This is an optimization exercise on Yosys and OpenROAD, whose aim is a short achievable clock period and few clock cycles, not a production implementation. Function was checked by simulation only, so behaviour that the tests miss may differ from the original. Power and IR drop assume default switching activity.

==> inputs of trial 87 <==
==> flow/design.v <==
package cache_pkg;
    localparam logic [2:0] F3_B  = 3'b000;
    localparam logic [2:0] F3_H  = 3'b001;
    localparam logic [2:0] F3_W  = 3'b010;
    localparam logic [2:0] F3_BU = 3'b100;
    localparam logic [2:0] F3_HU = 3'b101;
    localparam logic [1:0] RESULTSRC_LOAD = 2'b01;
endpackage
module cache_lane_merge
(
    input  logic [2:0]  funct3,
    input  logic [1:0]  lane,
    input  logic [31:0] word,
    input  logic [31:0] store_data,
    output logic [31:0] load_data,
    output logic [3:0]  store_be,
    output logic [31:0] store_rep
);
    logic [7:0]  byte_val;
    logic [15:0] half_val;
    always_comb begin
        byte_val  = 8'(word >> {lane, 3'b000});
        half_val  = lane[1] ? word[31:16] : word[15:0];
        case (funct3)
            cache_pkg::F3_B:  load_data = {{24{byte_val[7]}}, byte_val};
            cache_pkg::F3_H:  load_data = {{16{half_val[15]}}, half_val};
            cache_pkg::F3_BU: load_data = {24'd0, byte_val};
            cache_pkg::F3_HU: load_data = {16'd0, half_val};
            default:          load_data = word;
        endcase
        case (funct3)
            cache_pkg::F3_B: begin
                store_be  = 4'b0001 << lane;
                store_rep = {4{store_data[7:0]}};
            end
            cache_pkg::F3_H: begin
                store_be  = lane[1] ? 4'b1100 : 4'b0011;
                store_rep = {2{store_data[15:0]}};
            end
            default: begin
                store_be  = 4'b1111;
                store_rep = store_data;
            end
        endcase
    end
endmodule
module cache_nway
#(
    parameter int unsigned DATA_WIDTH = 32,
    parameter int unsigned ADDR_WIDTH = 32,
    parameter int unsigned SETS       = 8,
    parameter int unsigned WAYS       = 2,
    parameter int unsigned LINE_WORDS = 4
) (
    input  logic                  clk_i,
    input  logic                  rst_i,
    input  logic                  MemWriteM_i,
    input  logic [1:0]            ResultSrcM_i,
    input  logic [2:0]            funct3_i,
    input  logic [ADDR_WIDTH-1:0] addr_i,
    input  logic [DATA_WIDTH-1:0] data_i,
    output logic [DATA_WIDTH-1:0] data_o,
    output logic                  stall_o,
    output logic                  cache_miss_o,
    output logic                  mem_req_o,
    output logic                  mem_we_o,
    output logic [ADDR_WIDTH-1:0] mem_addr_o,
    output logic [DATA_WIDTH-1:0] mem_wdata_o,
    input  logic [DATA_WIDTH-1:0] mem_rdata_i,
    input  logic                  mem_ack_i
);
    logic [63:0][31:0] dat;
    logic [15:0][24:0] tagv;
    logic [15:0]       valid_q, dirty_q;
    logic [7:0]        rr_q;
    logic        idle_q;      
    logic        busy_q;      
    logic        done_q;      
    logic        req_q;       
    logic        we_q;        
    logic        refill_q;    
    logic        miss_q;      
    logic        lastok_q;    
    logic [1:0]  beat_q;
    logic [2:0]  idx_q;
    logic        way_q;       
    logic [1:0]  word_q;
    logic        store_q;
    logic        useinv_q;    
    logic        w3ld_q;      
    logic [2:0]  f3_q;
    logic [1:0]  lane_q;
    logic [3:0]  be_q;
    logic [31:0] sd_q;
    logic [24:0] tagacc_q;
    logic [24:0] mtag_q;
    logic [31:0] wdata_q;
    logic [2:0][31:0] wbuf_q;     
    logic [31:0] dout_q;
    logic        is_load, access, lk;
    logic [24:0] tag_i;
    logic [2:0]  idx_i;
    logic [1:0]  wrd_i;
    logic [15:0] eq;
    logic [1:0]  match;
    logic        hit, v0, v1, both, vic, wb;
    logic [24:0] vtag;
    logic [31:0] ld0, ld1, lw;
    logic [3:0][31:0] vline;
    logic [3:0]  be_i;
    logic [31:0] sd_i;
    assign is_load = (ResultSrcM_i == cache_pkg::RESULTSRC_LOAD);
    assign access  = MemWriteM_i | is_load;
    assign tag_i   = addr_i[31:7];
    assign idx_i   = addr_i[6:4];
    assign wrd_i   = addr_i[3:2];
    assign lk      = access & idle_q;
    always_comb begin
        for (int l = 0; l < 16; l++) eq[l] = valid_q[l] & (tagv[l] == tag_i);
    end
    assign match  = {eq[{idx_i, 1'b1}], eq[{idx_i, 1'b0}]};
    assign hit    = |match;
    assign v0     = valid_q[{idx_i, 1'b0}];
    assign v1     = valid_q[{idx_i, 1'b1}];
    assign both   = v0 & v1;
    assign vic    = !v0 ? 1'b0 : !v1 ? 1'b1 : rr_q[idx_i];
    assign wb     = both & dirty_q[{idx_i, vic}];
    assign vtag   = tagv[{idx_i, rr_q[idx_i]}];
    always_comb begin
        for (int k = 0; k < 4; k++) vline[k] = dat[{idx_i, rr_q[idx_i], 2'(k)}];
    end
    cache_lane_merge u_lm0 (
        .funct3     (funct3_i),
        .lane       (addr_i[1:0]),
        .word       (dat[{idx_i, 1'b0, wrd_i}]),
        .store_data (data_i),
        .load_data  (ld0),
        .store_be   (be_i),
        .store_rep  (sd_i)
    );
    cache_lane_merge u_lm1 (
        .funct3     (funct3_i),
        .lane       (addr_i[1:0]),
        .word       (dat[{idx_i, 1'b1, wrd_i}]),
        .store_data (data_i),
        .load_data  (ld1),
        .store_be   (),
        .store_rep  ()
    );
    assign lw = match[1] ? ld1 : ld0;
    logic [31:0] ldr;
    logic [3:0]  unused_be;
    logic [31:0] unused_rep;
    cache_lane_merge u_lmr (
        .funct3     (f3_q),
        .lane       (lane_q),
        .word       (mem_rdata_i),
        .store_data (sd_q),
        .load_data  (ldr),
        .store_be   (unused_be),
        .store_rep  (unused_rep)
    );
    logic ack, fill_go, fin, st_go;
    assign ack     = busy_q & mem_ack_i;
    assign fill_go = ack & refill_q;
    assign fin     = fill_go & (beat_q == 2'd3);
    assign st_go   = done_q & store_q;
    assign data_o       = dout_q;
    assign stall_o      = ~(done_q | (mem_ack_i & lastok_q));
    assign cache_miss_o = miss_q;
    assign mem_req_o    = req_q & ~rst_i;
    assign mem_we_o     = we_q;
    assign mem_addr_o   = {mtag_q, idx_q, beat_q, 2'b00};
    assign mem_wdata_o  = wdata_q;
    always_ff @(posedge clk_i) begin
        if (rst_i) begin
            idle_q   <= 1'b1;
            busy_q   <= 1'b0;
            done_q   <= 1'b0;
            req_q    <= 1'b0;
            miss_q   <= 1'b0;
            lastok_q <= 1'b0;
        end else begin
            miss_q <= 1'b0;
            done_q <= 1'b0;
            if (idle_q) lastok_q <= 1'b0;
            if (lk) begin
                idle_q <= 1'b0;
                if (hit) begin
                    done_q <= 1'b1;
                end else begin
                    busy_q <= 1'b1;
                    req_q  <= 1'b1;
                    miss_q <= 1'b1;
                end
            end else if (done_q) begin
                idle_q <= 1'b1;
            end else if (ack) begin
                lastok_q <= refill_q & (beat_q == 2'd2) & ~w3ld_q;
                if (fin) begin
                    busy_q <= 1'b0;
                    req_q  <= 1'b0;
                    done_q <= w3ld_q;
                    idle_q <= ~w3ld_q;
                end
            end
        end
    end
    always_ff @(posedge clk_i) begin
        if (idle_q) begin
            idx_q    <= idx_i;
            word_q   <= wrd_i;
            store_q  <= MemWriteM_i;
            f3_q     <= funct3_i;
            lane_q   <= addr_i[1:0];
            be_q     <= be_i;
            sd_q     <= sd_i;
            tagacc_q <= tag_i;
            way_q    <= hit ? match[1] : vic;
            useinv_q <= ~both;
            w3ld_q   <= is_load & (wrd_i == 2'd3);
            dout_q   <= lw;
            beat_q   <= 2'd0;
            refill_q <= ~wb;
            we_q     <= wb;
            mtag_q   <= wb ? vtag : tag_i;
            wdata_q  <= vline[0];
            wbuf_q   <= vline[3:1];
        end else if (ack) begin
            beat_q <= beat_q + 2'd1;
            if (!refill_q) begin
                wdata_q <= wbuf_q[0];
                wbuf_q  <= {wbuf_q[2], wbuf_q[2:1]};
                if (beat_q == 2'd3) begin
                    refill_q <= 1'b1;
                    we_q     <= 1'b0;
                    mtag_q   <= tagacc_q;
                end
            end else if (!store_q && beat_q == word_q) begin
                dout_q <= ldr;
            end
        end
    end
    always_ff @(posedge clk_i) begin
        if (rst_i) begin
            valid_q <= '0;
            dirty_q <= '0;
            rr_q    <= '0;
        end else begin
            if (st_go) dirty_q[{idx_q, way_q}] <= 1'b1;
            if (fin) begin
                valid_q[{idx_q, way_q}] <= 1'b1;
                dirty_q[{idx_q, way_q}] <= store_q;
                if (!useinv_q) rr_q[idx_q] <= ~way_q;
            end
        end
    end
    always_ff @(posedge clk_i) begin
        if (fin) tagv[{idx_q, way_q}] <= tagacc_q;
    end
    logic [3:0][31:0] val;
    always_comb begin
        for (int k = 0; k < 4; k++) begin
            for (int b = 0; b < 4; b++) begin
                val[k][8*b +: 8] = (store_q && word_q == 2'(k) && be_q[b]) ? sd_q[8*b +: 8]
                                                                        : mem_rdata_i[8*b +: 8];
            end
        end
    end
    for (genvar i = 0; i < 64; i++) begin : g_word
        logic sel, fill_we;
        logic [3:0] st_we;
        assign sel     = (idx_q == 3'(i >> 3)) && (way_q == 1'(i >> 2));
        assign fill_we = fill_go && sel && (beat_q == 2'(i));
        assign st_we   = (st_go && sel && (word_q == 2'(i))) ? be_q : 4'b0000;
        for (genvar b = 0; b < 4; b++) begin : g_byte
            always_ff @(posedge clk_i) begin
                if (fill_we || st_we[b]) dat[i][8*b +: 8] <= val[i % 4][8*b +: 8];
            end
        end
    end
endmodule
==> flow/flow/run.sh <==
#!/bin/bash
# The standard layout, with these changes to how it is made:
#   - the port buffers are plain buffers instead of the platform's default (a delay cell);
#   - sizing may swap a cell for one with a different footprint (same function);
#   - the pin placer keeps the two ports of each one-gate input-to-output path together.
set -euo pipefail
here=$(pwd)
bash standard.sh \
    MATCH_CELL_FOOTPRINT=0 \
    "BUFFER_PORTS_ARGS=-buffer_cell sky130_fd_sc_hd__buf_4" \
    SETUP_SLACK_MARGIN=6 \
    "PRE_IO_PLACEMENT_TCL=$here/flow/io.tcl" \
    finish > standard_flow.log 2>&1
==> flow/flow/io.tcl <==
# Keep each port pair joined by a one-gate path next to each other on the die's edge.
set_io_pin_constraint -group -order -pin_names {rst_i mem_req_o}
set_io_pin_constraint -group -order -pin_names {mem_ack_i stall_o}
==> flow/standard.sh <==
#!/bin/bash
# synth_recipe.tcl (not shown) runs the flow's synth.tcl, then flattens the netlist and writes it again
# the make line also repeats each setting of config.mk as NAME=value (left out here)
make -C /OpenROAD-flow-scripts/flow DESIGN_CONFIG=/design/flow/config.mk WORK_HOME=/design/flow/orfs CLKGATE_MAP_FILE= SYNTH_SCRIPT=/design/flow/synth_recipe.tcl "${@:-finish}"
==> flow/config.mk <==
export PLATFORM = sky130hd
export DESIGN_NAME = cache_nway
export DESIGN_NICKNAME = cache_nway
export VERILOG_FILES = /design/flow/design.v
export SDC_FILE = /design/flow/constraint.sdc
export NUM_CORES = 4
export LEC_CHECK = 0
export ABC_CLOCK_PERIOD_IN_PS = 4000
export CAP_MARGIN = 20
export CORE_MARGIN = 2
export CORE_UTILIZATION = 40
export SETUP_SLACK_MARGIN = 5
export SLEW_MARGIN = 20
==> flow/constraint.sdc <==
create_clock -name core_clock -period 10.0 [get_ports {clk_i}]
set_input_delay 2.0000 -clock core_clock [delete_from_list [all_inputs] [get_ports {clk_i}]]
set_output_delay 2.0000 -clock core_clock [all_outputs]
set_load 0.01 [all_outputs]
==> build 2: changes against trial 87 <==
==> flow/design.v, changed modules only <==
module cache_lane_merge
(
    input  logic [2:0]  funct3,
    input  logic [1:0]  lane,
    input  logic [31:0] word,
    input  logic [31:0] store_data,
    output logic [15:0] load_lo,
    output logic        load_sign,
    output logic        fill_lo,
    output logic        fill_hi,
    output logic [3:0]  store_be,
    output logic [31:0] store_rep
);
    logic [7:0]  byte_val;
    logic [15:0] half_val;
    always_comb begin
        byte_val  = 8'(word >> {lane, 3'b000});
        half_val  = lane[1] ? word[31:16] : word[15:0];
        load_lo   = word[15:0];
        load_sign = 1'b0;
        fill_lo   = 1'b0;
        fill_hi   = 1'b0;
        case (funct3)
            cache_pkg::F3_B: begin
                load_lo   = {8'd0, byte_val};
                load_sign = byte_val[7];
                fill_lo   = 1'b1;
                fill_hi   = 1'b1;
            end
            cache_pkg::F3_H: begin
                load_lo   = half_val;
                load_sign = half_val[15];
                fill_hi   = 1'b1;
            end
            cache_pkg::F3_BU: begin
                load_lo   = {8'd0, byte_val};
                fill_lo   = 1'b1;
                fill_hi   = 1'b1;
            end
            cache_pkg::F3_HU: begin
                load_lo   = half_val;
                fill_hi   = 1'b1;
            end
            default: ;
        endcase
        case (funct3)
            cache_pkg::F3_B: begin
                store_be  = 4'b0001 << lane;
                store_rep = {4{store_data[7:0]}};
            end
            cache_pkg::F3_H: begin
                store_be  = lane[1] ? 4'b1100 : 4'b0011;
                store_rep = {2{store_data[15:0]}};
            end
            default: begin
                store_be  = 4'b1111;
                store_rep = store_data;
            end
        endcase
    end
endmodule
module cache_nway
#(
    parameter int unsigned DATA_WIDTH = 32,
    parameter int unsigned ADDR_WIDTH = 32,
    parameter int unsigned SETS       = 8,
    parameter int unsigned WAYS       = 2,
    parameter int unsigned LINE_WORDS = 4
) (
    input  logic                  clk_i,
    input  logic                  rst_i,
    input  logic                  MemWriteM_i,
    input  logic [1:0]            ResultSrcM_i,
    input  logic [2:0]            funct3_i,
    input  logic [ADDR_WIDTH-1:0] addr_i,
    input  logic [DATA_WIDTH-1:0] data_i,
    output logic [DATA_WIDTH-1:0] data_o,
    output logic                  stall_o,
    output logic                  cache_miss_o,
    output logic                  mem_req_o,
    output logic                  mem_we_o,
    output logic [ADDR_WIDTH-1:0] mem_addr_o,
    output logic [DATA_WIDTH-1:0] mem_wdata_o,
    input  logic [DATA_WIDTH-1:0] mem_rdata_i,
    input  logic                  mem_ack_i
);
    logic [63:0][31:0] dat;
    logic [15:0][24:0] tagv;
    logic [15:0]       valid_q, dirty_q;
    logic [7:0]        rr_q;
    logic        idle_q;      
    logic        busy_q;      
    logic        done_q;      
    logic        req_q;       
    logic        we_q;        
    logic        refill_q;    
    logic        miss_q;      
    logic        lastok_q;    
    logic [1:0]  beat_q;
    logic [2:0]  idx_q;
    logic        way_q;       
    logic [1:0]  word_q;
    logic        store_q;
    logic        useinv_q;    
    logic        w3ld_q;      
    logic [2:0]  f3_q;
    logic [1:0]  lane_q;
    logic [3:0]  be_q;
    logic [31:0] sd_q;
    logic [24:0] tagacc_q;
    logic [24:0] wtag_q;      
    logic [31:0] wdata_q;
    logic [2:0][31:0] wbuf_q;     
    logic [31:0] dout_q;      
    logic        sign_q;      
    logic        filllo_q;    
    logic        fillhi_q;    
    logic        is_load, access, lk;
    logic [24:0] tag_i;
    logic [2:0]  idx_i;
    logic [1:0]  wrd_i;
    logic [15:0] eq;
    logic [1:0]  match;
    logic        hit, v0, v1, both, vic, wb;
    logic [24:0] vtag;
    logic [31:0] w0, w1;
    logic [15:0] lo0, lo1, lor;
    logic        sg0, sg1, sgr, flo, fhi;
    logic [3:0][31:0] vline;
    logic [3:0]  be_i;
    logic [31:0] sd_i;
    assign is_load = (ResultSrcM_i == cache_pkg::RESULTSRC_LOAD);
    assign access  = MemWriteM_i | is_load;
    assign tag_i   = addr_i[31:7];
    assign idx_i   = addr_i[6:4];
    assign wrd_i   = addr_i[3:2];
    assign lk      = access & idle_q;
    always_comb begin
        for (int l = 0; l < 16; l++) eq[l] = valid_q[l] & (tagv[l] == tag_i);
    end
    assign match  = {eq[{idx_i, 1'b1}], eq[{idx_i, 1'b0}]};
    assign hit    = |match;
    assign v0     = valid_q[{idx_i, 1'b0}];
    assign v1     = valid_q[{idx_i, 1'b1}];
    assign both   = v0 & v1;
    assign vic    = !v0 ? 1'b0 : !v1 ? 1'b1 : rr_q[idx_i];
    assign wb     = both & dirty_q[{idx_i, vic}];
    assign vtag   = rr_q[idx_i] ? tagv[{idx_i, 1'b1}] : tagv[{idx_i, 1'b0}];
    logic        rr_i;
    assign rr_i = rr_q[idx_i];
    always_comb begin
        for (int k = 0; k < 4; k++)
            vline[k] = rr_i ? dat[{idx_i, 1'b1, 2'(k)}] : dat[{idx_i, 1'b0, 2'(k)}];
    end
    assign w0 = dat[{idx_i, 1'b0, wrd_i}];
    assign w1 = dat[{idx_i, 1'b1, wrd_i}];
    cache_lane_merge u_lm0 (
        .funct3     (funct3_i),
        .lane       (addr_i[1:0]),
        .word       (w0),
        .store_data (data_i),
        .load_lo    (lo0),
        .load_sign  (sg0),
        .fill_lo    (flo),
        .fill_hi    (fhi),
        .store_be   (be_i),
        .store_rep  (sd_i)
    );
    cache_lane_merge u_lm1 (
        .funct3     (funct3_i),
        .lane       (addr_i[1:0]),
        .word       (w1),
        .store_data (data_i),
        .load_lo    (lo1),
        .load_sign  (sg1),
        .fill_lo    (),
        .fill_hi    (),
        .store_be   (),
        .store_rep  ()
    );
    logic        unused_flo, unused_fhi;
    logic [3:0]  unused_be;
    logic [31:0] unused_rep;
    cache_lane_merge u_lmr (
        .funct3     (f3_q),
        .lane       (lane_q),
        .word       (mem_rdata_i),
        .store_data (sd_q),
        .load_lo    (lor),
        .load_sign  (sgr),
        .fill_lo    (unused_flo),
        .fill_hi    (unused_fhi),
        .store_be   (unused_be),
        .store_rep  (unused_rep)
    );
    logic ack, fill_go, fin, st_go;
    assign ack     = busy_q & mem_ack_i;
    assign fill_go = ack & refill_q;
    assign fin     = fill_go & (beat_q == 2'd3);
    assign st_go   = done_q & store_q;
    assign data_o       = {fillhi_q ? {16{sign_q}} : dout_q[31:16],
                           filllo_q ? {8{sign_q}} : dout_q[15:8], dout_q[7:0]};
    assign stall_o      = ~(done_q | (mem_ack_i & lastok_q));
    assign cache_miss_o = miss_q;
    assign mem_req_o    = req_q & ~rst_i;
    assign mem_we_o     = we_q;
    assign mem_addr_o   = {we_q ? wtag_q : tagacc_q, idx_q, beat_q, 2'b00};
    assign mem_wdata_o  = wdata_q;
    always_ff @(posedge clk_i) begin
        if (rst_i) begin
            idle_q   <= 1'b1;
            busy_q   <= 1'b0;
            done_q   <= 1'b0;
            req_q    <= 1'b0;
            miss_q   <= 1'b0;
            lastok_q <= 1'b0;
        end else begin
            miss_q <= 1'b0;
            done_q <= 1'b0;
            if (idle_q) lastok_q <= 1'b0;
            if (lk) begin
                idle_q <= 1'b0;
                if (hit) begin
                    done_q <= 1'b1;
                end else begin
                    busy_q <= 1'b1;
                    req_q  <= 1'b1;
                    miss_q <= 1'b1;
                end
            end else if (done_q) begin
                idle_q <= 1'b1;
            end else if (ack) begin
                lastok_q <= refill_q & (beat_q == 2'd2) & ~w3ld_q;
                if (fin) begin
                    busy_q <= 1'b0;
                    req_q  <= 1'b0;
                    done_q <= w3ld_q;
                    idle_q <= ~w3ld_q;
                end
            end
        end
    end
    always_ff @(posedge clk_i) begin
        if (idle_q) begin
            idx_q    <= idx_i;
            word_q   <= wrd_i;
            store_q  <= MemWriteM_i;
            f3_q     <= funct3_i;
            lane_q   <= addr_i[1:0];
            be_q     <= be_i;
            sd_q     <= sd_i;
            tagacc_q <= tag_i;
            way_q    <= hit ? match[1] : vic;
            useinv_q <= ~both;
            w3ld_q   <= is_load & (wrd_i == 2'd3);
            dout_q   <= match[1] ? {w1[31:16], lo1} : {w0[31:16], lo0};
            sign_q   <= match[1] ? sg1 : sg0;
            filllo_q <= flo;
            fillhi_q <= fhi;
            beat_q   <= 2'd0;
            refill_q <= ~wb;
            we_q     <= wb;
            wtag_q   <= vtag;
            wdata_q  <= vline[0];
            wbuf_q   <= vline[3:1];
        end else if (ack) begin
            beat_q <= beat_q + 2'd1;
            if (!refill_q) begin
                wdata_q <= wbuf_q[0];
                wbuf_q  <= {wbuf_q[2], wbuf_q[2:1]};
                if (beat_q == 2'd3) begin
                    refill_q <= 1'b1;
                    we_q     <= 1'b0;
                end
            end else if (!store_q && beat_q == word_q) begin
                dout_q <= {mem_rdata_i[31:16], lor};
                sign_q <= sgr;
            end
        end
    end
    always_ff @(posedge clk_i) begin
        if (rst_i) begin
            valid_q <= '0;
            dirty_q <= '0;
            rr_q    <= '0;
        end else begin
            if (st_go) dirty_q[{idx_q, way_q}] <= 1'b1;
            if (fin) begin
                valid_q[{idx_q, way_q}] <= 1'b1;
                dirty_q[{idx_q, way_q}] <= store_q;
                if (!useinv_q) rr_q[idx_q] <= ~way_q;
            end
        end
    end
    always_ff @(posedge clk_i) begin
        if (fin) tagv[{idx_q, way_q}] <= tagacc_q;
    end
    logic [3:0][31:0] val;
    always_comb begin
        for (int k = 0; k < 4; k++) begin
            for (int b = 0; b < 4; b++) begin
                val[k][8*b +: 8] = (store_q && word_q == 2'(k) && be_q[b]) ? sd_q[8*b +: 8]
                                                                        : mem_rdata_i[8*b +: 8];
            end
        end
    end
    for (genvar i = 0; i < 64; i++) begin : g_word
        logic sel, fill_we;
        logic [3:0] st_we;
        assign sel     = (idx_q == 3'(i >> 3)) && (way_q == 1'(i >> 2));
        assign fill_we = fill_go && sel && (beat_q == 2'(i));
        assign st_we   = (st_go && sel && (word_q == 2'(i))) ? be_q : 4'b0000;
        for (genvar b = 0; b < 4; b++) begin : g_byte
            always_ff @(posedge clk_i) begin
                if (fill_we || st_we[b]) dat[i][8*b +: 8] <= val[i % 4][8*b +: 8];
            end
        end
    end
endmodule
--- a/flow/flow/run.sh
+++ b/flow/flow/run.sh
@@ -3,5 +3,6 @@
 #   - the port buffers are plain buffers instead of the platform's default (a delay cell);
 #   - sizing may swap a cell for one with a different footprint (same function);
-#   - the pin placer keeps the two ports of each one-gate input-to-output path together.
+#   - the pin placer keeps the two ports of each one-gate input-to-output path together, and
+#     detailed placement starts with that gate moved next to the port's output buffer.
 set -euo pipefail
 here=$(pwd)
@@ -11,3 +12,4 @@
     SETUP_SLACK_MARGIN=6 \
     "PRE_IO_PLACEMENT_TCL=$here/flow/io.tcl" \
+    "PRE_DETAIL_PLACE_TCL=$here/flow/pull.tcl" \
     finish > standard_flow.log 2>&1
==> flow/flow/pull.tcl (new file) <==
# Before detailed placement: put the gate that drives each one-gate input-to-output path's
# output buffer next to that buffer, near the port, so the path has no long wire.
proc my_pull_gate {block port} {
  set bt [$block findBTerm $port]
  if {$bt eq "NULL"} { return }
  set net [$bt getNet]
  set obuf ""
  foreach it [$net getITerms] { if {[$it isOutputSignal]} { set obuf [$it getInst] } }
  if {$obuf eq ""} { return }
  set innet ""
  foreach it [$obuf getITerms] { if {[$it isInputSignal]} { set innet [$it getNet] } }
  if {$innet eq "" || $innet eq "NULL"} { return }
  set gate ""
  foreach it [$innet getITerms] { if {[$it isOutputSignal]} { set gate [$it getInst] } }
  if {$gate eq ""} { return }
  if {[[$gate getMaster] isSequential]} { return }
  set loc [$obuf getLocation]
  $gate setLocation [lindex $loc 0] [lindex $loc 1]
  puts "pull: [$gate getName] ([[$gate getMaster] getName]) to [$obuf getName] at $loc for $port"
}
set my_block [ord::get_db_block]
foreach p {stall_o mem_req_o} { my_pull_gate $my_block $p }
--- a/flow/config.mk
+++ b/flow/config.mk
@@ -6,8 +6,9 @@
 export NUM_CORES = 4
 export LEC_CHECK = 0
-export ABC_CLOCK_PERIOD_IN_PS = 4000
 export CAP_MARGIN = 20
+export CELL_PAD_IN_SITES_DETAIL_PLACEMENT = 1
 export CORE_MARGIN = 2
-export CORE_UTILIZATION = 40
+export CORE_UTILIZATION = 35
+export PLACE_DENSITY = 0.45
 export SETUP_SLACK_MARGIN = 5
 export SLEW_MARGIN = 20
==> trial 34: changes against trial 87 <==
--- a/flow/design.v
+++ b/flow/design.v
@@ -127,11 +127,11 @@
     assign wb     = both & dirty_q[{idx_i, vic}];
     assign vtag   = tagv[{idx_i, rr_q[idx_i]}];
-    always_comb begin
-        for (int k = 0; k < 4; k++) vline[k] = dat[{idx_i, rr_q[idx_i], 2'(k)}];
-    end
+    logic [1:0][3:0][31:0] setl;
+    assign setl  = dat[8*idx_i +: 8];
+    assign vline = setl[rr_q[idx_i]];
     cache_lane_merge u_lm0 (
         .funct3     (funct3_i),
         .lane       (addr_i[1:0]),
-        .word       (dat[{idx_i, 1'b0, wrd_i}]),
+        .word       (setl[0][wrd_i]),
         .store_data (data_i),
         .load_data  (ld0),
@@ -142,5 +142,5 @@
         .funct3     (funct3_i),
         .lane       (addr_i[1:0]),
-        .word       (dat[{idx_i, 1'b1, wrd_i}]),
+        .word       (setl[1][wrd_i]),
         .store_data (data_i),
         .load_data  (ld1),
--- a/flow/flow/run.sh
+++ b/flow/flow/run.sh
@@ -3,5 +3,6 @@
 #   - the port buffers are plain buffers instead of the platform's default (a delay cell);
 #   - sizing may swap a cell for one with a different footprint (same function);
-#   - the pin placer keeps the two ports of each one-gate input-to-output path together.
+#   - the pin placer keeps the two ports of each one-gate input-to-output path together, and
+#     detailed placement starts with that gate moved next to the port's output buffer.
 set -euo pipefail
 here=$(pwd)
@@ -11,3 +12,4 @@
     SETUP_SLACK_MARGIN=6 \
     "PRE_IO_PLACEMENT_TCL=$here/flow/io.tcl" \
+    "PRE_DETAIL_PLACE_TCL=$here/flow/pull.tcl" \
     finish > standard_flow.log 2>&1
==> flow/flow/pull.tcl (new file) <==
# Before detailed placement: put the gate that drives each one-gate input-to-output path's
# output buffer next to that buffer, near the port, so the path has no long wire.
proc my_pull_gate {block port} {
  set bt [$block findBTerm $port]
  if {$bt eq "NULL"} { return }
  set net [$bt getNet]
  set obuf ""
  foreach it [$net getITerms] { if {[$it isOutputSignal]} { set obuf [$it getInst] } }
  if {$obuf eq ""} { return }
  set innet ""
  foreach it [$obuf getITerms] { if {[$it isInputSignal]} { set innet [$it getNet] } }
  if {$innet eq "" || $innet eq "NULL"} { return }
  set gate ""
  foreach it [$innet getITerms] { if {[$it isOutputSignal]} { set gate [$it getInst] } }
  if {$gate eq ""} { return }
  if {[[$gate getMaster] isSequential]} { return }
  set loc [$obuf getLocation]
  $gate setLocation [lindex $loc 0] [lindex $loc 1]
  puts "pull: [$gate getName] ([[$gate getMaster] getName]) to [$obuf getName] at $loc for $port"
}
set my_block [ord::get_db_block]
foreach p {stall_o mem_req_o} { my_pull_gate $my_block $p }
--- a/flow/config.mk
+++ b/flow/config.mk
@@ -6,8 +6,9 @@
 export NUM_CORES = 4
 export LEC_CHECK = 0
-export ABC_CLOCK_PERIOD_IN_PS = 4000
 export CAP_MARGIN = 20
+export CELL_PAD_IN_SITES_DETAIL_PLACEMENT = 1
 export CORE_MARGIN = 2
-export CORE_UTILIZATION = 40
+export CORE_UTILIZATION = 35
+export PLACE_DENSITY = 0.45
 export SETUP_SLACK_MARGIN = 5
 export SLEW_MARGIN = 20
==> results.txt <==
metric	build 2	trial 34	trial 87
Status	complete, no violations	complete, no violations	complete, no violations
Number of global-route vias before repair	87636	75085	86283
Count of non-filler cells in the finished layout	13442	12545	13336
Number of fill cells in the layout	36332	33560	27838
Clock latency on the worst-skew pair	980 ps	970 ps	950 ps
Register cell area after layout	82400 um^2	82300 um^2	82300 um^2
Critical Path Source	mem_ack_i	addr_i[5]	mem_ack_i
Number of different library cells in the post-synthesis netlist	66	86	73
PnR worst setup slack	5660 ps	5520 ps	5370 ps
Final worst-path cycle share	0.434	0.448	0.463
Worst flop-to-flop path startpoint	done_q	tagv[288]	idx_q[0]
Layout-stage area growth over the synthesis result	19.7%	18.9%	20.6%
Reg-to-reg critical path endpoint	dat[1672]	dout_q[1]	tagv[260]
Total Wirelength	667 mm	482 mm	574 mm
Share of synthesized area spent on multiplexers	0.248	0.162	0.257
Area share of and/or/nand/nor cells after synthesis	0.0383	0.0523	0.0477
Die ar.	387000 um^2	352000 um^2	342000 um^2
Power consumed by the clock network	12.1 mW	11.9 mW	11.6 mW
Testbench counts of trial 87, summed over its fixed seeds: cycles 167,143.
Testbench counts of build 2, summed over its fixed seeds: cycles 167,143.
Testbench counts of trial 34, summed over its fixed seeds: cycles 167,143.

re-timing with driven ports:
In the flow no input, the clock included, has a driving cell. The finished layouts below were timed again as built, in two steps. Step 1, drivers: a clkbuf_16 drives clk_i and a buf_2 each remaining input, both assumed. Step 2, shift: input delay + t, output delay - t, t = (earliest + latest rising clock arrival at the registers) / 2. This alone moves slack from input paths to output paths. a / b / c = no drivers / after step 1 / after step 2; a / b = the first two.
run	t (ns)	slack for setup (ns)	latest minus earliest clock arrival (ns)	worst data-port slew with drivers (ns)
trial 87	1.038	5.372 / 5.320 / 4.301	0.077 / 0.078	0.59
build 2	1.064	5.665 / 5.415 / 4.351	0.068 / 0.068	0.55
trial 34	1.049	5.525 / 5.214 / 4.165	0.062 / 0.062	0.57
After both steps every run listed still meets setup and hold. The setup slack of trial 34, which loses most, moves by -0.311 ns with the drivers and by -1.360 ns with both steps.
